From an optimization exercise on the open Yosys and OpenROAD flow, aimed at small area, a short achievable clock period and few clock cycles per item; shortcuts taken in it are not production practice. Function was not checked in any run shown here: the RTL went through the layout flow alone. Power is estimated from default activity; no workload was simulated.

**design.v**
```verilog
module bch_decoder (
    input  logic       clk,
    input  logic       rst_n,
    input  logic       in_valid,
    input  logic [3:0] in_syndrome,
    output logic       out_valid,
    output logic [3:0] out_location
);
    function automatic logic [11:0] rel_tab(logic [7:0] x);
        rel_tab[0] = (~x[2] & ~x[3] & x[5] & ~x[7]) | (x[2] & x[6]) | (x[4] & ~x[6]) | (x[1] & x[2] & x[3]) | (~x[0] & ~x[1] & x[7]) | (x[0] & x[3] & x[6]) | (x[5] & x[6]) | (~x[1] & x[2] & ~x[3] & ~x[5]) | (~x[0] & x[1] & ~x[2] & ~x[3] & ~x[7]);
        rel_tab[1] = (~x[0] & x[1] & x[5]) | (x[0] & ~x[2] & ~x[3] & ~x[5] & ~x[7]) | (x[2] & ~x[3] & x[5]) | (~x[1] & x[3] & x[6]) | (~x[0] & x[1] & x[3] & ~x[6]) | (~x[1] & ~x[2] & ~x[4] & x[5] & ~x[6] & ~x[7]) | (x[1] & x[5] & x[7]) | (x[0] & x[1] & x[4]) | (x[0] & ~x[1] & x[2] & x[3]) | (x[0] & x[1] & x[2] & ~x[3]);
        rel_tab[2] = (~x[0] & ~x[2] & x[6] & ~x[7]) | (x[0] & x[6] & x[7]) | (x[0] & x[1] & ~x[2] & x[3]) | (~x[0] & x[1] & x[2] & ~x[3]) | (x[0] & ~x[1] & ~x[2] & ~x[3] & ~x[4] & ~x[7]) | (~x[0] & x[4] & x[5]) | (x[0] & x[1] & x[2] & x[6]) | (x[0] & x[1] & x[4] & ~x[5]) | (~x[0] & ~x[1] & ~x[3] & x[5]);
        rel_tab[3] = (x[0] & ~x[1] & ~x[2] & x[3]) | (x[2] & x[3] & x[5]) | (x[1] & x[5] & x[6]) | (x[0] & x[1] & x[2] & x[5]) | (~x[0] & ~x[1] & ~x[5] & x[7]);
        rel_tab[4] = (~x[0] & ~x[3] & ~x[6] & ~x[7]) | (x[0] & x[7]) | (~x[0] & ~x[1] & x[2]) | (~x[1] & x[3] & ~x[5] & ~x[6]) | (~x[0] & x[1] & ~x[3] & ~x[5]) | (x[0] & x[1] & x[2] & ~x[5] & ~x[6]) | (~x[1] & x[4] & x[5]) | (x[0] & ~x[1] & ~x[3] & x[6]) | (~x[0] & ~x[2] & ~x[5] & ~x[6]) | (x[0] & x[1] & ~x[2] & x[3] & x[6]);
        rel_tab[5] = (~x[0] & ~x[3] & ~x[4] & ~x[5]) | (x[2] & x[6]) | (~x[1] & ~x[2] & ~x[4] & x[5] & ~x[7]) | (x[0] & x[5] & x[7]) | (x[2] & ~x[3] & ~x[5]) | (~x[0] & x[2] & ~x[5]) | (~x[1] & x[2] & ~x[5]) | (~x[0] & x[4] & ~x[5] & ~x[6]) | (x[0] & x[1] & x[4] & x[5]) | (x[0] & x[1] & ~x[2] & x[3] & ~x[6]);
        rel_tab[6] = (x[1] & ~x[4] & x[5]) | (~x[1] & ~x[5] & ~x[6]) | (x[0] & x[7]) | (~x[1] & x[4]) | (~x[1] & ~x[2] & x[3]) | (x[0] & ~x[1] & x[2]) | (~x[0] & ~x[3] & ~x[4] & ~x[6]) | (x[0] & x[2] & x[6]) | (x[0] & ~x[2] & x[3] & ~x[6]) | (~x[0] & x[2] & ~x[5] & ~x[6]);
        rel_tab[7] = (~x[2] & x[6] & ~x[7]) | (x[1] & x[4]) | (~x[0] & ~x[1] & ~x[2] & ~x[3]) | (x[1] & x[2] & x[5]) | (x[0] & ~x[1] & ~x[2] & ~x[4] & ~x[7]) | (x[5] & x[6]) | (~x[1] & x[3] & x[6]) | (x[2] & x[3] & x[5]) | (~x[0] & ~x[2] & x[3] & ~x[5]) | (x[0] & x[1] & x[2] & x[3] & ~x[6]);
        rel_tab[8] = (~x[0] & ~x[1] & x[6]) | (x[0] & x[1] & x[6]) | (~x[1] & x[2] & x[3]) | (x[0] & ~x[2] & ~x[4] & x[5]) | (~x[0] & x[4]) | (~x[1] & ~x[2] & ~x[3] & ~x[5] & ~x[6]) | (~x[1] & x[2] & x[5]) | (~x[1] & x[3] & x[6]) | (x[1] & x[4] & x[5]) | (~x[0] & x[2] & x[5]) | (x[0] & x[1] & ~x[2] & x[3]) | (x[0] & x[1] & x[2] & ~x[3] & ~x[5]);
        rel_tab[9] = (~x[1] & x[3]) | (~x[0] & ~x[4] & x[6] & ~x[7]) | (x[1] & x[7]) | (x[0] & x[1] & x[5]) | (~x[2] & ~x[3] & ~x[4] & ~x[5] & ~x[7]) | (x[0] & x[3] & ~x[6]) | (~x[0] & x[2] & ~x[3]) | (x[2] & x[6]) | (~x[0] & ~x[1] & x[5]) | (~x[0] & x[4] & x[5]);
        rel_tab[10] = (~x[0] & ~x[3] & ~x[7]) | (~x[3] & ~x[4] & ~x[6] & ~x[7]) | (x[0] & x[3] & x[6]) | (~x[0] & ~x[1] & ~x[2]) | (x[1] & ~x[3] & x[6]) | (~x[1] & ~x[2] & x[3]) | (x[0] & x[1] & x[2]) | (x[1] & x[4] & ~x[5]) | (~x[0] & ~x[2] & ~x[5] & ~x[6]);
        rel_tab[11] = (~x[2]) | (~x[5] & ~x[6]) | (~x[0] & ~x[6]) | (x[1] & ~x[3]) | (~x[0] & x[1]) | (~x[1] & x[3]);
    endfunction
    function automatic logic [1:0] mod3(logic [3:0] x);
        case (x)
            4'd0, 4'd3, 4'd6, 4'd9, 4'd12:  mod3 = 2'd0;
            4'd1, 4'd4, 4'd7, 4'd10, 4'd13: mod3 = 2'd1;
            4'd2, 4'd5, 4'd8, 4'd11, 4'd14: mod3 = 2'd2;
            default:                        mod3 = 2'd3;
        endcase
    endfunction
    function automatic logic [2:0] mod5(logic [3:0] x);
        case (x)
            4'd0, 4'd5, 4'd10: mod5 = 3'd0;
            4'd1, 4'd6, 4'd11: mod5 = 3'd1;
            4'd2, 4'd7, 4'd12: mod5 = 3'd2;
            4'd3, 4'd8, 4'd13: mod5 = 3'd3;
            default:           mod5 = 3'd4;
        endcase
    endfunction
    function automatic logic [3:0] div3(logic [3:0] x);
        case (x)
            4'd3, 4'd4, 4'd5:    div3 = 4'd1;
            4'd6, 4'd7, 4'd8:    div3 = 4'd2;
            4'd9, 4'd10, 4'd11:  div3 = 4'd3;
            4'd12, 4'd13, 4'd14: div3 = 4'd4;
            default:             div3 = 4'd0;
        endcase
    endfunction
    function automatic logic [2:0] add2x5(logic [2:0] a, logic [2:0] b);
        logic [2:0] t;
        case (b)
            3'd0: t = a;
            3'd1: t = (a == 3'd3) ? 3'd0 : (a == 3'd4) ? 3'd1 : a + 3'd2;
            3'd2: t = (a == 3'd0) ? 3'd4 : a - 3'd1;
            3'd3: t = (a == 3'd4) ? 3'd0 : a + 3'd1;
            default: t = (a <= 3'd1) ? a + 3'd3 : a - 3'd2;
        endcase
        add2x5 = t;
    endfunction
    function automatic logic [1:0] s5_norm(logic [1:0] i, logic [3:0] rot);
        logic [1:0] m;
        m = mod3(rot);
        if (i == 2'd3)      s5_norm = 2'd3;
        else if (m == 2'd0) s5_norm = i;
        else if (m == 2'd1) s5_norm = (i == 2'd0) ? 2'd2 : i - 2'd1;
        else                s5_norm = (i == 2'd2) ? 2'd0 : i + 2'd1;
    endfunction
    function automatic logic wraps(logic [3:0] a, logic [3:0] b);
        logic [3:0] g, p;
        g = a & b;
        p = a | b;
        wraps = g[3] | (p[3] & g[2]) | (p[3] & p[2] & g[1]) | (p[3] & p[2] & p[1] & g[0]) | (&p);
    endfunction
    function automatic logic [3:0] add4(logic [3:0] a, logic [3:0] b, logic ci);
        logic [3:0] g, p, c;
        g = a & b;
        p = a | b;
        c[0] = ci;
        c[1] = g[0] | (p[0] & ci);
        c[2] = g[1] | (p[1] & g[0]) | (p[1] & p[0] & ci);
        c[3] = g[2] | (p[2] & g[1]) | (p[2] & p[1] & g[0]) | (p[2] & p[1] & p[0] & ci);
        add4 = a ^ b ^ c;
    endfunction
    logic [2:0]  cnt;
    logic        last;      
    logic        show;      
    logic [1:0]  k;         
    assign last = in_valid && cnt == 3'd5;
    assign show = last || cnt[2:1] == 2'b11;
    assign k    = {cnt[1] & cnt[0], cnt[1] & ~cnt[0]};  
    always_ff @(posedge clk or negedge rst_n) begin
        if (!rst_n) begin
            cnt <= '0;
        end else begin
            case (cnt)
                3'd0: if (in_valid) cnt <= 3'd1;
                3'd1: if (in_valid) cnt <= 3'd2;
                3'd2: if (in_valid) cnt <= 3'd3;
                3'd3: if (in_valid) cnt <= 3'd4;
                3'd4: if (in_valid) cnt <= 3'd5;
                3'd5: if (in_valid) cnt <= 3'd6;
                3'd6: cnt <= 3'd7;
                default: cnt <= 3'd0;
            endcase
        end
    end
    logic [3:0]  ra;        
    logic [3:0]  rb;        
    logic        rc;        
    logic        flag;      
    logic [1:0]  s5n;
    logic [11:0] rel;       
    always_ff @(posedge clk) begin
        if (in_valid) begin
            case (cnt)
                3'd0: ra <= in_syndrome;
                3'd2: rb <= in_syndrome;
                3'd3: begin
                    flag <= &ra;
                    if (&ra) ra <= (&rb) ? 4'd0 : div3(rb);
                    rb <= {mod3(rb), 2'b00};
                    rc <= 1'b0;
                    if (!(&ra) && !(&rb)) {rb[1:0], rc} <= add2x5(mod5(rb), mod5(ra));
                end
                3'd4: s5n <= s5_norm(in_syndrome[1:0], ra);
                default: ;
            endcase
        end
    end
    assign rel = rel_tab({flag, rb, rc, s5n});
    logic [3:0]  r0, r1, r2, r;
    logic        v0, v1, v2, w0, w1, w2, ws, none;
    logic [2:0]  sel;      
    logic [3:0]  loc;
    always_comb begin
        r0 = rel[3:0];
        r1 = rel[7:4];
        r2 = rel[11:8];
        v0 = ~&r0;
        v1 = ~&r1;
        v2 = ~&r2;
        w0 = v0 & wraps(r0, ra);
        w1 = v1 & wraps(r1, ra);
        w2 = v2 & wraps(r2, ra);
        sel = 3'b000;
        case ({v2, v1, v0})
            3'b111: begin  
                case ({w2, w1, w0})
                    3'b111, 3'b000: sel = (k == 2'd0) ? 3'b001 : (k == 2'd1) ? 3'b010 : 3'b100;
                    3'b110:         sel = (k == 2'd0) ? 3'b010 : (k == 2'd1) ? 3'b100 : 3'b001;
                    default:        sel = (k == 2'd0) ? 3'b100 : (k == 2'd1) ? 3'b001 : 3'b010;
                endcase
            end
            3'b011: begin  
                if (w1 && !w0) sel = (k == 2'd0) ? 3'b010 : (k == 2'd1) ? 3'b001 : 3'b000;
                else           sel = (k == 2'd0) ? 3'b001 : (k == 2'd1) ? 3'b010 : 3'b000;
            end
            3'b001: sel = (k == 2'd0) ? 3'b001 : 3'b000;
            default: sel = 3'b000;
        endcase
        r    = ({4{sel[0]}} & r0) | ({4{sel[1]}} & r1) | ({4{sel[2]}} & r2);
        ws   = (sel[0] & w0) | (sel[1] & w1) | (sel[2] & w2);
        none = ~|sel;
        loc  = add4(r, ra, ws) | {4{none}};
    end
    always_ff @(posedge clk or negedge rst_n) begin
        if (!rst_n) begin
            out_valid    <= 1'b0;
            out_location <= '0;
        end else begin
            out_valid    <= show;
            out_location <= show ? loc : 4'd0;
        end
    end
endmodule
```
**run.sh**
```bash
#!/bin/bash
# synth_recipe.tcl (not shown) runs the flow's synth.tcl, then flattens the netlist and writes it again
# the make line also repeats each setting of config.mk as NAME=value (left out here)
make -C /OpenROAD-flow-scripts/flow DESIGN_CONFIG=/design/flow/config.mk WORK_HOME=/design/flow/orfs CLKGATE_MAP_FILE= SYNTH_SCRIPT=/design/flow/synth_recipe.tcl finish
```
**config.mk**
```make
export PLATFORM = sky130hd
export DESIGN_NAME = bch_decoder
export DESIGN_NICKNAME = bch_decoder
export VERILOG_FILES = /design/flow/design.v
export SDC_FILE = /design/flow/constraint.sdc
export NUM_CORES = 4
export LEC_CHECK = 0
export ABC_AREA = 1
export CAP_MARGIN = 20
export CORE_MARGIN = 2
export CORE_UTILIZATION = 40
export SLEW_MARGIN = 20
```
**constraint.sdc**
```tcl
create_clock -name core_clock -period 10.0 [get_ports {clk}]
set_input_delay 2.0000 -clock core_clock [delete_from_list [all_inputs] [get_ports {clk}]]
set_output_delay 2.0000 -clock core_clock [all_outputs]
set_load 0.01 [all_outputs]
```
==> results of run 1 <==
[final timing paths]
path | end | depth (start not counted) | slack, ns | start
hold reg to reg | cnt[0] | 1 | 0.55 | cnt[0]
max in group asynchronous | cnt[2] | 1 | 7.73 | rst_n
hold / removal | cnt[0] | 1 | 0.55 | cnt[0]
setup reg to reg | out_location[3] | 29 | 5.74 | rb[2]
min in group asynchronous | out_location[3] | 1 | 2.00 | rst_n
setup / recovery | register | 14 | 5.48 | in_valid
[routing by layer]
metal	share of wire, %	up-vias
met5	0	-
met4	2.6	0
met3	6.8	24
met2	46	148
met1	44	1791
li1	-	1943
[area by class of cell]
type	instances	area [sq um]
fill	919	4841
multi-input combinational	471	2421
sequential	33	820.8
inverter	75	281.5
tap	108	135.1
clock buffer	8	111.4
timing repair buffer	11	110.1
[metrics by stage]
stage,utilization [%],instances
after detailed placement,43.21,698
after global routing,44.49,706
after CTS,44.49,706
after floorplan,-,589
final,44.49,706
after global placement,43.21,698
[power by group through the flow]
stage | Clock [mW] | Combinational, mW | Sequential [mW]
6_report | 0.120 | 1.05 | 0.281
5_1_grt | 0.129 | 1.22 | 0.289
4_1_cts | 0.120 | 1.04 | 0.279
3_5_place_dp | 0 | 1.03 | 0.282
3_3_place_gp | 0 | 1.02 | 0.283
2_1_floorplan | 0 | 0.835 | 0.244
[kinds of logic after synthesis]
logic type | after synthesis | share of synthesized area [%]
muxes | 1 | 0.3124
adders and majority gates | 28 | 9.927
and+or+nand+nor | 357 | 43.63
DFF | 33 | 22.77
xor gates and xnor gates | 3 | 0.7290
AOI/OAI and AO/OA | 82 | 12.57
buffers and inverters | 85 | 10.07
[cells in the final DEF, fill, tap and decap left out, types with 6 or more instances in the layout]
cell,count
dfrtp_1,8
a21oi_1,29
nand3_2,7
nor2_1,72
nor3_1,10
nand3_1,54
o21ai_0,27
nand4_1,13
o21ai_1,10
clkbuf_8,6
edfxtp_1,12
ha_1,27
clkdlybuf4s50_1,11
nand2_1,176
inv_1,69
nand2_2,7
dfxtp_1,13
==> results.toml, run 1 <==
[routing]
drc = 0
drt-pass1-iter-count = 5
routed_via_density = 5.533
first_iter_violations = 179
drt-wirelength-per-cell_microns = 14.18
drt.antenna.violating_nets = 0
finalWirelength_microns = 10010
vias = 3906

[critical_path]
critical_path.most_common_cell = "inv_1"
timing.critical_path.from_type = "input pin"
cp_max_stage_delay_ns = 0.48
critPathRequiredTime_ns = 10.14
crit_path_cell_chain = "clkdlybuf4s50_1 > inv_1 > nor2_1 > inv_1 > nor2_1 > inv_1 > or2_2 > o21ai_0 > inv_1 > ha_1 > nand2_1 > o21ai_0 > nand2_1 > o221ai_1"
crit_buf_inv = 5
arrival_ns = 4.66
crit_slowest_cell = "clkdlybuf4s50_1"
worstSetupPathType = "input pin to register"
critical_path_s_top_delay_family = "simple AND/OR/NAND/NOR gates"
critical_path.max_fanout = 9
cp-end-kind = "register"

[pwr]
p_clk_share_pct = 8.3
power.leakage_nw = 1.978
sw_frac_of_total_pct = 55.66
seqPwrFrac_pct = 19.4
comb_power_share_pct = 72.4
p_int_uw = 642.0
vdd.ir_drop.worst_mv = 0.1557
powerDensity_nw_per_um2 = 373.2
post-layout-total-power_mw = 1.448
switch_pwr_uw = 806.0

[logic_synthesis]
asyncSetResetFlopFracSynth_pct = 24.24
yosys_warnings = 1
synth-edff-count = 12
post_synthesis_cell_area_sq_um = 3605
synth_top_cells_by_count = "176 x nand2_1, 72 x nor2_1, 69 x inv_1"
synth.area.top_cells = "nand2_1 18%, edfxtp_1 10%, ha_1 9.4%, nand3_1 7.5%, nor2_1 7.5%"
syn-instance-count = 589
ys_seq_area_share_pct = 22.77
synth-seq-cells = 33
syn_avg_cell_area_sq_um = 6.120
yosys.cell_count.top_type = "nand2_1"
ys.flop_type = "dfxtp_1"
synth.distinct_cells = 41
synthesis.nets = 624
synth_top_area_share_pct = 18.33
cell_taking_the_most_area_after_synthesis = "nand2_1"

[clock_tree]
root_buffer = "clkbuf_8"
cts_post_setup_buffers_inserted = 0
tritoncts.num_buffers = 5
cts-htree-levels = 2
cts_tree = "built"
postCtsResizedCells = 0
clk_pin_slew_worst_paths_ns = 0.07
cts_num_sinks = 33
cts.hold.buffers_added = 0
clock_tree.buffer_depth = 2
clk_latency_ns = 0.28

[timing]
worst_slew_pin_slew_ns = 0.7072
finalWorstSetupSlack_ns = 5.481
fin_crit_sh_pct = 45.19
slew_viol_final = 0
final-setup-viol-count = 0
worst_slew_slack_as_a_fraction_of_its_limit_pct = 52.86
timing.setup.tns_ns = 0
finalHoldViolations = 0
fin_worst_skew_ns = 0.007958
final_period_minus_worst_setup_slack_ns = 4.519
rsz0062_at_grt = "no"
timing.fmax_mhz = 221.3
final.hold.worst_slack_ns = 0.5514

[die]
design.core.area_sq_um = 8721
row_count = 34
num_io_pins = 12
floorplan.initialDensity_pct = 41.33
die_height_microns = 98.93
fp.dieW_microns = 98.93
design.die.area_sq_um = 9787

[grt]
overflow = 0
grt_pass1_wl_microns = 17280
first_global_vias = 3717
gr-usage-met2_pct = 35.34
gr-usage-all-layers_pct = 21.48
global_route.usage.met1_pct = 28.65
grt_antenna_before_repair = 0
met3_capacity_usage_during_global_routing_pct = 2.908
global_route.peak_usage_layer = "met2"
grt_start_max_net_pins = 20

[layout]
finish.net_count = 632
layout-drive-gt1-share_pct = 6.689
finalInstanceArea_sq_um = 3880
antenna_cells = 0
synthToLayoutAreaGrowth_pct = 7.636

[place]
dp_hpwl_microns = 7856
postPlaceCellArea_sq_um = 3769
dp_worst_setup_slack_ns = 5.220
globalplace.congestion = 0.9220
total_of_buffers_placed_on_input_and_output_ports = 11

[run]
maxCapViolCount = 0

[worst_hold_path]
min_path_type = "register to register"

[run_status]
outcome = "finished clean"
==> run 2, diff against run 1 <==
--- a/design.v
+++ b/design.v
@@ -6,6 +6,30 @@
     output logic       out_valid,
     output logic [3:0] out_location
 );
+    function automatic logic [1:0] mod3(logic [3:0] x);
+        mod3[0] = (x[0] & x[2] & x[3]) | (x[0] & x[1] & x[2]) | (~x[0] & ~x[1] & x[2] & ~x[3]) | (~x[0] & x[1] & ~x[2] & x[3]) | (x[0] & ~x[1] & ~x[2] & ~x[3]);
+        mod3[1] = (x[1] & x[2] & x[3]) | (x[0] & x[1] & x[3]) | (x[0] & ~x[1] & x[2] & ~x[3]) | (~x[0] & x[1] & ~x[2] & ~x[3]) | (~x[0] & ~x[1] & ~x[2] & x[3]);
+    endfunction
+    function automatic logic [2:0] mod5(logic [3:0] x);
+        mod5[0] = (x[0] & x[1] & ~x[2]) | (x[0] & ~x[2] & ~x[3]) | (x[0] & x[2] & x[3]) | (~x[0] & x[1] & x[2] & ~x[3]) | (~x[0] & ~x[1] & ~x[2] & x[3]);
+        mod5[1] = (~x[1] & x[2] & x[3]) | (x[1] & ~x[2] & ~x[3]) | (~x[0] & ~x[1] & x[3]) | (x[0] & x[1] & ~x[3]);
+        mod5[2] = (x[1] & x[2] & x[3]) | (x[0] & ~x[1] & ~x[2] & x[3]) | (~x[0] & ~x[1] & x[2] & ~x[3]);
+    endfunction
+    function automatic logic [3:0] div3(logic [3:0] x);
+        div3[0] = (x[0] & x[1] & ~x[2]) | (~x[1] & x[2] & ~x[3]) | (x[1] & ~x[2] & x[3]) | (x[0] & ~x[2] & x[3]);
+        div3[1] = (~x[2] & x[3]) | (x[1] & x[2] & ~x[3]);
+        div3[2] = (x[2] & x[3]);
+        div3[3] = 1'b0;
+    endfunction
+    function automatic logic [2:0] add2x5(logic [5:0] x);
+        add2x5[0] = (x[1] & ~x[3] & x[4]) | (~x[1] & ~x[2] & x[3] & ~x[4]) | (~x[0] & ~x[1] & x[3] & x[4]) | (x[0] & ~x[1] & x[5]) | (~x[0] & x[1] & x[5]) | (x[2] & ~x[3] & ~x[4] & ~x[5]) | (x[0] & x[1] & ~x[3] & ~x[5]);
+        add2x5[1] = (x[2] & ~x[3] & ~x[4]) | (x[0] & x[3] & ~x[4]) | (~x[0] & ~x[1] & ~x[2] & x[4]) | (~x[0] & x[1] & x[5]) | (x[0] & ~x[1] & ~x[4] & ~x[5]) | (x[0] & x[1] & ~x[3] & x[4]) | (~x[0] & x[1] & x[3] & x[4]);
+        add2x5[2] = (x[2] & x[3] & ~x[4]) | (x[0] & ~x[1] & ~x[3] & x[4]) | (~x[0] & ~x[1] & ~x[2] & x[5]) | (x[0] & x[1] & x[3] & x[4]) | (~x[0] & x[1] & ~x[3] & ~x[4] & ~x[5]);
+    endfunction
+    function automatic logic [1:0] s5_norm(logic [5:0] x);
+        s5_norm[0] = (x[4] & x[5]) | (x[0] & x[1] & x[2] & x[5]) | (x[0] & x[2] & x[3] & x[5]) | (~x[0] & x[1] & ~x[2] & x[3] & x[5]) | (x[0] & ~x[1] & ~x[2] & x[3] & x[4]) | (x[0] & ~x[1] & ~x[2] & ~x[3] & x[5]) | (x[1] & x[2] & x[3] & ~x[4] & ~x[5]) | (~x[0] & ~x[1] & ~x[2] & ~x[3] & x[4]) | (~x[0] & ~x[1] & x[2] & x[3] & x[4]) | (~x[0] & ~x[1] & x[2] & ~x[3] & x[5]) | (x[0] & x[1] & ~x[2] & ~x[3] & x[4]) | (~x[0] & x[1] & x[2] & ~x[3] & x[4]) | (x[0] & x[1] & x[3] & ~x[4] & ~x[5]) | (~x[0] & x[1] & ~x[2] & ~x[3] & ~x[4] & ~x[5]) | (~x[0] & ~x[1] & ~x[2] & x[3] & ~x[4] & ~x[5]) | (x[0] & ~x[1] & x[2] & ~x[3] & ~x[4] & ~x[5]);
+        s5_norm[1] = (x[4] & x[5]) | (x[1] & x[2] & x[3] & x[4]) | (x[0] & x[1] & x[3] & x[4]) | (~x[0] & x[1] & x[2] & ~x[3] & x[5]) | (~x[0] & ~x[1] & x[2] & x[3] & x[5]) | (x[0] & ~x[1] & x[2] & ~x[3] & x[4]) | (x[0] & x[1] & ~x[2] & ~x[3] & x[5]) | (x[0] & ~x[1] & ~x[2] & x[3] & x[5]) | (~x[0] & x[1] & ~x[2] & ~x[3] & x[4]) | (x[0] & x[2] & x[3] & ~x[4] & ~x[5]) | (~x[0] & ~x[1] & ~x[2] & x[3] & x[4]) | (~x[0] & ~x[1] & ~x[2] & ~x[3] & x[5]) | (x[0] & x[1] & x[2] & ~x[4] & ~x[5]) | (~x[0] & ~x[1] & x[2] & ~x[3] & ~x[4] & ~x[5]) | (~x[0] & x[1] & ~x[2] & x[3] & ~x[4] & ~x[5]) | (x[0] & ~x[1] & ~x[2] & ~x[3] & ~x[4] & ~x[5]);
+    endfunction
     function automatic logic [11:0] rel_tab(logic [7:0] x);
         rel_tab[0] = (~x[2] & ~x[3] & x[5] & ~x[7]) | (x[2] & x[6]) | (x[4] & ~x[6]) | (x[1] & x[2] & x[3]) | (~x[0] & ~x[1] & x[7]) | (x[0] & x[3] & x[6]) | (x[5] & x[6]) | (~x[1] & x[2] & ~x[3] & ~x[5]) | (~x[0] & x[1] & ~x[2] & ~x[3] & ~x[7]);
         rel_tab[1] = (~x[0] & x[1] & x[5]) | (x[0] & ~x[2] & ~x[3] & ~x[5] & ~x[7]) | (x[2] & ~x[3] & x[5]) | (~x[1] & x[3] & x[6]) | (~x[0] & x[1] & x[3] & ~x[6]) | (~x[1] & ~x[2] & ~x[4] & x[5] & ~x[6] & ~x[7]) | (x[1] & x[5] & x[7]) | (x[0] & x[1] & x[4]) | (x[0] & ~x[1] & x[2] & x[3]) | (x[0] & x[1] & x[2] & ~x[3]);
@@ -19,51 +43,6 @@
         rel_tab[9] = (~x[1] & x[3]) | (~x[0] & ~x[4] & x[6] & ~x[7]) | (x[1] & x[7]) | (x[0] & x[1] & x[5]) | (~x[2] & ~x[3] & ~x[4] & ~x[5] & ~x[7]) | (x[0] & x[3] & ~x[6]) | (~x[0] & x[2] & ~x[3]) | (x[2] & x[6]) | (~x[0] & ~x[1] & x[5]) | (~x[0] & x[4] & x[5]);
         rel_tab[10] = (~x[0] & ~x[3] & ~x[7]) | (~x[3] & ~x[4] & ~x[6] & ~x[7]) | (x[0] & x[3] & x[6]) | (~x[0] & ~x[1] & ~x[2]) | (x[1] & ~x[3] & x[6]) | (~x[1] & ~x[2] & x[3]) | (x[0] & x[1] & x[2]) | (x[1] & x[4] & ~x[5]) | (~x[0] & ~x[2] & ~x[5] & ~x[6]);
         rel_tab[11] = (~x[2]) | (~x[5] & ~x[6]) | (~x[0] & ~x[6]) | (x[1] & ~x[3]) | (~x[0] & x[1]) | (~x[1] & x[3]);
-    endfunction
-    function automatic logic [1:0] mod3(logic [3:0] x);
-        case (x)
-            4'd0, 4'd3, 4'd6, 4'd9, 4'd12:  mod3 = 2'd0;
-            4'd1, 4'd4, 4'd7, 4'd10, 4'd13: mod3 = 2'd1;
-            4'd2, 4'd5, 4'd8, 4'd11, 4'd14: mod3 = 2'd2;
-            default:                        mod3 = 2'd3;
-        endcase
-    endfunction
-    function automatic logic [2:0] mod5(logic [3:0] x);
-        case (x)
-            4'd0, 4'd5, 4'd10: mod5 = 3'd0;
-            4'd1, 4'd6, 4'd11: mod5 = 3'd1;
-            4'd2, 4'd7, 4'd12: mod5 = 3'd2;
-            4'd3, 4'd8, 4'd13: mod5 = 3'd3;
-            default:           mod5 = 3'd4;
-        endcase
-    endfunction
-    function automatic logic [3:0] div3(logic [3:0] x);
-        case (x)
-            4'd3, 4'd4, 4'd5:    div3 = 4'd1;
-            4'd6, 4'd7, 4'd8:    div3 = 4'd2;
-            4'd9, 4'd10, 4'd11:  div3 = 4'd3;
-            4'd12, 4'd13, 4'd14: div3 = 4'd4;
-            default:             div3 = 4'd0;
-        endcase
-    endfunction
-    function automatic logic [2:0] add2x5(logic [2:0] a, logic [2:0] b);
-        logic [2:0] t;
-        case (b)
-            3'd0: t = a;
-            3'd1: t = (a == 3'd3) ? 3'd0 : (a == 3'd4) ? 3'd1 : a + 3'd2;
-            3'd2: t = (a == 3'd0) ? 3'd4 : a - 3'd1;
-            3'd3: t = (a == 3'd4) ? 3'd0 : a + 3'd1;
-            default: t = (a <= 3'd1) ? a + 3'd3 : a - 3'd2;
-        endcase
-        add2x5 = t;
-    endfunction
-    function automatic logic [1:0] s5_norm(logic [1:0] i, logic [3:0] rot);
-        logic [1:0] m;
-        m = mod3(rot);
-        if (i == 2'd3)      s5_norm = 2'd3;
-        else if (m == 2'd0) s5_norm = i;
-        else if (m == 2'd1) s5_norm = (i == 2'd0) ? 2'd2 : i - 2'd1;
-        else                s5_norm = (i == 2'd2) ? 2'd0 : i + 2'd1;
     endfunction
     function automatic logic wraps(logic [3:0] a, logic [3:0] b);
         logic [3:0] g, p;
@@ -110,6 +89,23 @@
     logic        flag;      
     logic [1:0]  s5n;
     logic [11:0] rel;       
+    logic [3:0]  ra4, rb4;
+    logic        rc4;
+    logic [1:0]  s5n5;
+    always_comb begin
+        logic [2:0] c;
+        c = add2x5({mod5(rb), mod5(ra)});
+        if (&ra) begin                        
+            ra4 = (&rb) ? 4'd0 : div3(rb);
+            c   = 3'd0;
+        end else begin
+            ra4 = ra;
+            if (&rb) c = 3'd0;
+        end
+        rb4  = {mod3(rb), c[2:1]};
+        rc4  = c[0];
+        s5n5 = s5_norm({in_syndrome[1:0], ra});
+    end
     always_ff @(posedge clk) begin
         if (in_valid) begin
             case (cnt)
@@ -117,12 +113,11 @@
                 3'd2: rb <= in_syndrome;
                 3'd3: begin
                     flag <= &ra;
-                    if (&ra) ra <= (&rb) ? 4'd0 : div3(rb);
-                    rb <= {mod3(rb), 2'b00};
-                    rc <= 1'b0;
-                    if (!(&ra) && !(&rb)) {rb[1:0], rc} <= add2x5(mod5(rb), mod5(ra));
+                    ra   <= ra4;
+                    rb   <= rb4;
+                    rc   <= rc4;
                 end
-                3'd4: s5n <= s5_norm(in_syndrome[1:0], ra);
+                3'd4: s5n <= s5n5;
                 default: ;
             endcase
         end
==> results.toml, run 2 <==
[routing]
drt-pass1-iter-count = 5
drt-wirelength-per-cell_microns = 14.22
drc = 0
vias = 3580
finalWirelength_microns = 9098
routed_via_density = 5.594
drt.antenna.violating_nets = 0
first_iter_violations = 400

[clock_tree]
cts-htree-levels = 1
cts_num_sinks = 20
clk_pin_slew_worst_paths_ns = 0.07
cts.hold.buffers_added = 0
clock_tree.buffer_depth = 2
clk_latency_ns = 0.26
cts_tree = "built"
root_buffer = "clkbuf_8"
tritoncts.num_buffers = 3
postCtsResizedCells = 0
cts_post_setup_buffers_inserted = 0

[logic_synthesis]
yosys.cell_count.top_type = "nand2_1"
asyncSetResetFlopFracSynth_pct = 40.00
synth.mux.area_fraction_pct = 0
synth.distinct_cells = 47
synthesis.nets = 556
synth.area.top_cells = "nand2_1 21%, edfxtp_1 12%, nor2_1 11%, nand3_1 9.2%, inv_1 6.6%"
post_synth_and_or_nand_nor_area_fraction_pct = 50.82
synth_top_family_by_area = "simple AND/OR/NAND/NOR gates"
synth_top_cells_by_count = "171 x nand2_1, 86 x nor2_1, 56 x nand3_1"
syn-instance-count = 542
ys_seq_area_share_pct = 18.35
yosys.area_share.adder_pct = 3.112
synth-edff-count = 12
synthXorXnorAreaFrac_pct = 0.2867
yosys_warnings = 1
syn_avg_cell_area_sq_um = 5.637
synth_top_area_share_pct = 21.01
post_synthesis_cell_area_sq_um = 3055
cell_taking_the_most_area_after_synthesis = "nand2_1"
ys.flop_type = "edfxtp_1"
synth-seq-cells = 20
synth_compound_area_share_pct = 14.37

[grt]
grt_pass1_wl_microns = 15440
first_global_vias = 3299
grt_start_max_net_pins = 19
gr-usage-all-layers_pct = 22.15
grt_antenna_before_repair = 0
overflow = 0

[die]
floorplan.initialDensity_pct = 41.68
design.die.area_sq_um = 8354
design.core.area_sq_um = 7331
row_count = 31
die_height_microns = 91.40
fp.dieW_microns = 91.40
num_io_pins = 12

[timing]
worst_slew_pin_slew_ns = 0.7593
final-setup-viol-count = 0
finalHoldViolations = 0
fin_worst_skew_ns = 0.004179
fin_crit_sh_pct = 42.39
final_period_minus_worst_setup_slack_ns = 4.239
timing.setup.tns_ns = 0
slew_viol_final = 0
rsz0062_at_grt = "no"
timing.fmax_mhz = 235.9
worst_slew_slack_as_a_fraction_of_its_limit_pct = 49.38

[run_status]
outcome = "finished clean"

[place]
placed_cells_incl_taps = 636
total_of_buffers_placed_on_input_and_output_ports = 11
postPlaceCellArea_sq_um = 3163
globalplace.congestion = 1.012
dp_hpwl_microns = 7176

[layout]
fill_cells = 789
mostFrequentLayoutCell = "nand2_1"
area_used_by_multi_input_combinational_logic_sq_um = 2096
layout-drive-gt1-share_pct = 10.35
finish.cell_count_without_fillers = 640
finish.net_count = 556
most-common-layout-cells = "171 x nand2_1, 86 x nor2_1, 56 x nand3_1"
synthToLayoutAreaGrowth_pct = 5.692
final-seq-area_sq_um = 560.5
finalInstanceArea_sq_um = 3229
top_regs = "out_location: 4 flops, ra: 4 flops, rb: 4 flops"
antenna_cells = 0

[pwr]
power.leakage_nw = 1.640
post-layout-total-power_mw = 1.028
vdd.ir_drop.worst_mv = 0.1378
powerDensity_nw_per_um2 = 318.4

[critical_path]
crit_buf_inv = 6
worstSetupPathType = "register to register"
arrival_ns = 4.44
cp_max_stage_delay_ns = 0.79
timing.critical_path.from_type = "register"
critical_path.max_fanout = 18
cp-end-kind = "register"
critPathRequiredTime_ns = 10.21
critical_path_s_top_delay_family = "simple AND/OR/NAND/NOR gates"
crit_slowest_cell = "edfxtp_1"
critical_path.most_common_cell = "nand2_1"
worst_reg_to_reg_setup_slack_ns = 5.76

[worst_hold_path]
min_path_type = "register to register"

[run]
maxCapViolCount = 0
==> run 2: cell types whose count changed in the layout (fill, tap and decap cells not counted), sizes merged, moves of 3 or more <==
cell,change
ha,-21
nor2,+15
o21ai,-15
dfxtp,-13
a21oi,-7
nand4,-5
clkbuf,-4
inv,-4
nor3,-4
o22ai,+4
or2,-4
nor4,-3
xor2,-3
==> run 2: routing by layer <==
metal | GRT usage, % | wire [microns]
met1 | 31.01 | 4101
met5 | 0 | 0
met4 | 8.460 | 341
met3 | 1.743 | 598
met2 | 35.29 | 4057
==> run 2: where the power goes <==
part           internal, mW  total [mW]  switching [mW]
Sequential            0.118       0.165          0.0465
Combinational         0.268       0.794           0.525
Clock                0.0434      0.0700          0.0267
Total                 0.430        1.03           0.598
==> run 2: final timing paths <==
path,startpoint,cells past startpoint,end
worst max register to register,s5n[0],28,out_location[3]
min in group asynchronous,rst_n,1,out_location[3]
worst min-delay path,cnt[0],1,cnt[0]
max in group asynchronous,rst_n,1,out_location[2]
worst min register to register,cnt[0],1,cnt[0]
worst max-delay path,s5n[0],28,out_location[3]
==> run 2: final cells by class <==
| class | count | share of cell area, % |
|---|---|---|
| Multi-Input combinational cell | 434 | 64.90 |
| Sequential cell | 20 | 17.36 |
| Inverter | 72 | 8.446 |
| Tap cell | 99 | 3.836 |
| Timing Repair Buffer | 11 | 3.410 |
| Clock buffer | 4 | 2.053 |
==> run 2: logic make-up after synthesis <==
kind of cell / after synthesis
AO/OA/AOI/OAI: 68
XOR/XNOR: 1
AND/OR/NAND/NOR: 358
adder cells (fa/ha/maj): 7
buffers and inverters: 88
flip-flops: 20
==> run 2: stage by stage <==
step	util (%)	worst slack [ns]	hold slack, ns
4_1_cts	44.05	5.871	0.5432
3_5_place_dp	43.15	5.875	0.5259
2_1_floorplan	-	6.741	0.4888
5_1_grt	44.05	5.258	0.5567
3_3_place_gp	43.15	5.874	0.5216
6_report	44.05	5.761	0.5391
==> run 3, diff against run 2 <==
==> flow/run.sh (new file) <==
#!/bin/bash
# Own layout flow: the standard synthesis, then the combinational cells re-mapped by Yosys/ABC
# (every flip-flop kept as the standard synthesis made it: same instances, names and cell types),
# then the standard layout steps, with timing repair aimed past the 10 ns clock.
# Each tool's output goes to a log file of its own in the work folder.
set -euo pipefail
WORK=$(pwd)
R=$WORK/orfs/results/$FLOW_PLATFORM/bch_decoder/base
YOSYS=$FLOW_HOME/../tools/install/yosys/bin/yosys
LIB=$FLOW_HOME/platforms/$FLOW_PLATFORM/lib/sky130_fd_sc_hd__tt_025C_1v80.lib

# 1. standard synthesis
bash standard.sh synth > "$WORK/log_1_synth.txt" 2>&1

# 2. re-map the combinational logic
cp "$R/1_2_yosys.v" "$WORK/standard_synth.v"
sed -e "s#@LIB@#$LIB#g" -e "s#@IN@#$WORK/standard_synth.v#g" -e "s#@OUT@#$R/1_2_yosys.v#g" \
    -e "s#@ABC@#$WORK/flow/remap.abc#g" "$WORK/flow/remap.ys" > "$WORK/remap.ys"
"$YOSYS" -s "$WORK/remap.ys" > "$WORK/log_2_remap.txt" 2>&1
rm -f "$R/1_synth.odb" "$R/1_synth.sdc"
bash standard.sh synth > "$WORK/log_3_synth_odb.txt" 2>&1

# 3. standard layout steps
bash standard.sh SETUP_SLACK_MARGIN=7 "BUFFER_PORTS_ARGS=-buffer_cell sky130_fd_sc_hd__buf_2" finish \
    > "$WORK/log_4_layout.txt" 2>&1
==> flow/remap.abc (new file) <==
strash
ifraig
dc2
dch -f
amap -F 100
topo
==> flow/remap.ys (new file) <==
# Re-map the combinational cells of the standard synthesis; flip-flops stay as they are.
read_liberty -ignore_miss_func @LIB@
read_verilog @IN@
hierarchy -top bch_decoder
setattr -mod -set blackbox 1 sky130_fd_sc_hd__*df* sky130_fd_sc_hd__*dl* sky130_fd_sc_hd__*sdf*
flatten
opt_clean -purge
abc -liberty @LIB@ -script @ABC@ -dont_use sky130_fd_sc_hd__probe_p_8 -dont_use sky130_fd_sc_hd__probec_p_8 -dont_use *lpflow*
opt_clean -purge
setundef -zero
hilomap -singleton -hicell sky130_fd_sc_hd__conb_1 HI -locell sky130_fd_sc_hd__conb_1 LO
splitnets
opt_clean -purge
insbuf -buf sky130_fd_sc_hd__buf_4 A X
stat -liberty @LIB@
write_verilog -noattr -nohex -nodec @OUT@
==> standard.sh (new file) <==
#!/bin/bash
# synth_recipe.tcl (not shown) runs the flow's synth.tcl, then flattens the netlist and writes it again
# the make line also repeats each setting of config.mk as NAME=value (left out here)
make -C /OpenROAD-flow-scripts/flow DESIGN_CONFIG=/design/flow/config.mk WORK_HOME=/design/flow/orfs CLKGATE_MAP_FILE= SYNTH_SCRIPT=/design/flow/synth_recipe.tcl "${@:-finish}"
removed: run.sh
==> results.toml, run 3 <==
[run_status]
outcome = "finished clean"

[clock_tree]
cts.hold.buffers_added = 0
clk_pin_slew_worst_paths_ns = 0.08
cts-htree-levels = 1
root_buffer = "clkbuf_8"
clk_latency_ns = 0.27
cts_num_sinks = 20
tritoncts.num_buffers = 3
cts_tree = "built"
clock_tree.buffer_depth = 2

[timing]
rsz0062_at_grt = "yes"
slew_viol_final = 0
worst_slew_pin_slew_ns = 0.7863
final_period_minus_worst_setup_slack_ns = 4.848
final-setup-viol-count = 0
finalHoldViolations = 0
fin_worst_skew_ns = 0.003507
timing.fmax_mhz = 206.3
timing.setup.tns_ns = 0
fin_crit_sh_pct = 48.48
worst_slew_slack_as_a_fraction_of_its_limit_pct = 46.89

[pwr]
vdd.ir_drop.worst_mv = 0.2336
power.leakage_nw = 1.431
powerDensity_nw_per_um2 = 347.0

[critical_path]
cp-end-kind = "register"
critical_path.max_fanout = 5
worstSetupPathType = "register to register"
arrival_ns = 5.01
critPathRequiredTime_ns = 10.16
worst_reg_to_reg_setup_slack_ns = 5.15
worstRegToRegCells = 24
timing.critical_path.from_type = "register"
reg2reg_from = "s5n[1]"
timing.rr.end = "out_location[3]"

[worst_hold_path]
min_path_type = "register to register"
timing.hold.worst_endpoint = "cnt[0]"
min_path_cells = 1
timing.hold.worst.start = "cnt[0]"

[die]
design.die.area_sq_um = 6315
row_count = 27
die_height_microns = 79.47
num_io_pins = 12
fp.dieW_microns = 79.47
design.core.area_sq_um = 5507
floorplan.initialDensity_pct = 41.38

[routing]
wl_met2_microns = 4830
drt-pass1-iter-count = 7
finalWirelength_microns = 11220
met3_wirelength_microns = 1373
vias = 3649
first_iter_violations = 669
drt-wirelength-per-cell_microns = 21.17
routed_via_density = 6.885
drt.antenna.violating_nets = 0
drc = 0
dr.max_layer_used = "met4"
routed_met1_length_microns = 4250

[logic_synthesis]
synthesis.nets = 353
post_synthesis_cell_area_sq_um = 2278
syn-instance-count = 346
yosys_warnings = 1
syn_avg_cell_area_sq_um = 6.585

[layout]
layout-drive-gt1-share_pct = 43.45
most-common-layout-cells = "91 x buf_4, 45 x nor2_1, 39 x clkinv_1"
antenna_cells = 0
finish.net_count = 466
synthToLayoutAreaGrowth_pct = 65.68
final_util_pct = 68.55
top_regs = "out_location: 4 flops, ra: 4 flops, rb: 4 flops"
mostFrequentLayoutCell = "buf_4"

[grt]
grt_pass1_wl_microns = 15310
first_global_vias = 3074
overflow = 0
grt_start_max_net_pins = 17
grt_antenna_before_repair = 0
gr-usage-all-layers_pct = 30.63

[run]
maxCapViolCount = 0

[place]
globalplace.congestion = 1.060
total_of_buffers_placed_on_input_and_output_ports = 11
dp_hpwl_microns = 5874
## run 3: layer usage
metal  track usage, %  vias up
li1                 -     1561
met1            40.01     1646
met2            49.50      345
met3            5.204       97
met4            13.45        0
met5                0        -
## run 3: worst max-delay path, stage by stage, from the launching register on
cell,delay (ns)
edfxtp_1,0.49
buf_6,0.19
inv_8,0.08
nor2_4,0.05
buf_4,0.13
a2111oi_1,0.56
o2111ai_2,0.33
a22oi_1,0.25
o21ai_1,0.11
o211ai_1,0.19
nor2_4,0.10
a221oi_4,0.27
nor2_2,0.07
nand4_1,0.11
o31ai_1,0.08
a21oi_1,0.17
o21ai_2,0.14
a222oi_1,0.53
nor2b_4,0.28
o22ai_4,0.08
nand2_1,0.08
o21ai_2,0.07
o21ai_2,0.15
a21oi_1,0.08
o21a_1,0.17
## run 3: per-stage QoR
step / hold slack (ns) / area [sq um] / worst slack [ns] / cells / total power, mW
final: 0.6122 / 3775 / 5.152 / 530 / 1.310
after global routing: 0.6397 / 3775 / 4.970 / 530 / 1.363
after CTS: 0.5948 / 3217 / 5.580 / 494 / 1.020
after detailed placement: 0.5810 / 2494 / 4.834 / 429 / 0.7253
after global placement: 0.5724 / 2494 / 4.799 / 429 / 0.7320
after floorplan: 0.5044 / 2349 / 5.690 / 346 / 0.5980
## run 3: power breakdown
part           switching, mW  total [mW]  internal, mW
clock                 0.0290      0.0724        0.0435
sequential            0.0282       0.146         0.117
combinational          0.609        1.09         0.483
total                  0.666        1.31         0.643
## run 3: worst max-delay path by stage
stage	start	end	slack [ns]	cells past startpoint
global route	s5n[1]	out_location[3]	4.97	28
detailed placement	rb[2]	out_location[3]	4.83	23
CTS	s5n[1]	out_location[3]	5.58	27
global placement	rb[2]	out_location[3]	4.80	21
finish	s5n[1]	out_location[3]	5.15	24
floorplan	rb[0]	out_location[3]	5.69	25
## run 3: repair_timing
item / CTS / global route
buffers inserted: 61 / 36
pin swaps: 27 / 39
resized for setup: 49 / 71
endpoints found under the setup margin: 14 / 11
## run 3: area by class of cell
type                    instances  area, sq um
clock buffers                   4        66.31
fillers                       405         1732
inverters                      59        279.0
multi-input cells             267         1969
flip-flops and latches         20        560.5
well taps                      72        90.09
repair buffers                108        809.5

## what the ideal ports hide
The results above use ideal ports. As a check the final layouts listed here were re-extracted and re-timed, cells and wires unchanged. Step 1 sets driving cells, clkbuf_16 on the clock port and buf_2 on the other inputs (assumed; they add their load-dependent delay and slew). Step 2 also shifts input and output timing later by t, the mid clock arrival at the registers, as if the neighbouring blocks saw the same clock. a / b / c = ideal ports / drivers / drivers and shift; a / b = the first two.
| run | t, ns | setup WS [ns] | hold slack, ns | slew at the worst register clock pin (ns) | worst slew at a driven data input, ns |
|---|---|---|---|---|---|
| run 1 | 0.307 | 5.481 / 5.488 / 5.181 | 0.551 / 0.551 / 0.551 | 0.07 / 0.07 | 0.04 |
| run 2 | 0.282 | 5.761 / 5.761 / 5.761 | 0.539 / 0.539 / 0.539 | 0.07 / 0.07 | 0.03 |
| run 3 | 0.288 | 5.152 / 5.152 / 5.152 | 0.612 / 0.612 / 0.612 | 0.08 / 0.08 | 0.05 |
After both steps setup and hold are still met in every run listed. For run 1, which loses most, drivers alone change the setup slack by +0.007 ns; drivers and shift together by -0.300 ns.
